What follows belongs to an exercise in optimizing a design on an open flow for small area and a short achievable clock period; a production flow would make more cautious choices.
RTL that was checked went through simulation tests only; none was proved equivalent to the original.
Power is estimated from default activity; no workload was simulated.

// wav_riff_header_parser
module wav_riff_header_parser (
    input  logic                             aclk,
    input  logic                             aresetn,
    input  logic                             s_axis_tvalid,
    output logic                             s_axis_tready,
    input  logic [7:0]                       s_axis_tdata,    
    input  logic                             s_axis_tlast,    
    output logic                             m_axis_tvalid,
    input  logic                             m_axis_tready,
    output logic [wavp_pkg::OUT_TDATA_W-1:0] m_axis_tdata,
    output logic                             m_axis_tuser     
);
==> flow/config.mk <==
export PLATFORM = sky130hd
export DESIGN_NAME = wav_riff_header_parser
export DESIGN_NICKNAME = wav_riff_header_parser
export VERILOG_FILES = /design/flow/design.v
export SDC_FILE = /design/flow/constraint.sdc
export NUM_CORES = 4
export LEC_CHECK = 0
export CAP_MARGIN = 20
export CORE_MARGIN = 2
export CORE_UTILIZATION = 40
export SETUP_SLACK_MARGIN = 3.6
export SLEW_MARGIN = 20
==> flow/constraint.sdc <==
create_clock -name core_clock -period 6.5 [get_ports {aclk}]
set_input_delay 1.3000 -clock core_clock [delete_from_list [all_inputs] [get_ports {aclk}]]
set_output_delay 1.3000 -clock core_clock [all_outputs]
set_load 0.01 [all_outputs]
standard.sh (not shown) runs the stock make flow with config.mk's settings and CLKGATE_MAP_FILE= SYNTH_SCRIPT=/design/flow/synth_recipe.tcl, a recipe that flattens the netlist after the stock synthesis.
==> flow/flow/run.sh <==
#!/bin/bash
set -euo pipefail
bash standard.sh BUFFER_PORTS_ARGS="-buffer_cell sky130_fd_sc_hd__buf_1" finish > standard_flow.log 2>&1
The first run passed the timing, design-rule and antenna checks.
Rerun with:
--- a/flow/design.v
+++ b/flow/design.v
@@ -25,17 +25,17 @@
     localparam logic [2:0] P_FMT  = 3'd2;
     localparam logic [2:0] P_DATA = 3'd3;
     localparam logic [2:0] P_SKIP = 3'd4;
     localparam logic [2:0] P_PAD  = 3'd5;
     localparam logic [2:0] P_DONE = 3'd6;
     localparam logic [2:0] P_ERR  = 3'd7;
     logic [2:0]  ph, ph_n;
     logic [5:0]  pos, pos_n, pos_inc;
-    logic [31:0] cnt, cnt_n, cnt_dec;
+    logic [31:0] cnt, cnt_n, borrow;
     logic        f1, f1_n;
     logic        f2, f2_n;
     logic        fgood, fgood_n;   
     logic        sfmt, sfmt_n;
     logic        sdata, sdata_n;
     logic        m_valid_reg;
     logic        m_user_reg;
     logic [7:0]  m_byte_reg;
@@ -55,17 +55,22 @@
     assign hdr_last = pos[3] && pos[1:0] == 2'd3;        
     assign lzero    = (L == 32'd0);
     assign cnt_one  = (cnt == 32'd1);
     assign pos_39   = pos[5] && (pos[4] || pos[3] || pos[2:0] == 3'd7);
     assign s_axis_tready = !m_valid_reg || m_axis_tready;
     assign accept        = s_axis_tvalid && s_axis_tready;
     assign b             = s_axis_tdata;
     assign pos_inc       = pos + 6'd1;
-    assign cnt_dec       = cnt - 32'd1;
+    always_comb begin
+        borrow[0] = 1'b1;
+        for (int i = 1; i < 32; i++) begin
+            borrow[i] = borrow[i-1] && !cnt[i-1];
+        end
+    end
     assign L             = {b, cnt[31:8]};
     always_comb begin
         case ({pos[3], pos[1:0]})
             3'd0:       m_hdr = (b == 8'h52);   
             3'd1:       m_hdr = (b == 8'h49);   
             3'd2, 3'd3: m_hdr = (b == 8'h46);   
             3'd4:       m_hdr = (b == 8'h57);   
             3'd5:       m_hdr = (b == 8'h41);   
@@ -196,17 +201,17 @@
             verdict = wavp_pkg::ST_MISSING;
         end
     end
     logic take, keep, take_st, keep_st;
     assign take    = accept;
     assign keep    = !accept;
     assign take_st = accept && aresetn && !s_axis_tlast;   
     assign keep_st = aresetn && !accept;
-    assign cnt_n = (accept && ph == P_CHDR) ? L : (cnt - {31'd0, accept});
+    assign cnt_n = (accept && ph == P_CHDR) ? L : (cnt ^ ({32{accept}} & borrow));
     always_ff @(posedge aclk) begin
         ph    <= ({3{take_st}} & ph_n)  | ({3{keep_st}} & ph);
         pos   <= ({6{take_st}} & pos_n) | ({6{keep_st}} & pos);
         sfmt  <= (take_st & sfmt_n)     | (keep_st & sfmt);
         sdata <= (take_st & sdata_n)    | (keep_st & sdata);
     end
     always_ff @(posedge aclk) begin
         cnt   <= cnt_n;
What happened:
- The changed run completed with no timing, DRC or antenna violations
- combinational power goes down by 38%
- via count goes up by 1.5%
- final cell count shrinks by 1.2%
- sequential power falls by 11%
- first-iteration DRC count came out higher by 33%
- setup slack gains 0.055 ns
- final area goes down by 2.2%
- global-route usage rises by 0.97 points
- core utilization came out lower by 1.5 points
- die area came out higher by 1.6%
For the first run of this note, only the layout was checked, not whether the RTL still works.

[what the ideal ports hide]
In the flow no input, the clock included, has a driving cell. The finished layouts below were timed again as built, in two steps.
Step 1, drivers: a clkbuf_16 drives aclk and a buf_2 each remaining input, both assumed.
Step 2 times the ports against the registers' clock, not the clock port: input delays grow and output delays shrink by t, the midpoint of the rising clock arrivals with the driver on.
Three values: no drivers, after step 1, after step 2; two values: the first two.
run	shift t [ns]	setup WS [ns]	worst setup path at the end	latest minus earliest clock arrival (ns)	pins driven straight from the clock port
the first run	0.389	3.529 / 3.507 / 3.281	input to register	0.008 / 0.007	1
the second run	0.385	3.584 / 3.559 / 3.294	input to register	0.007 / 0.008	1
After both steps every run listed still meets setup and hold. For the second run, which loses most, drivers alone change the setup slack by -0.025 ns; drivers and shift together by -0.290 ns.
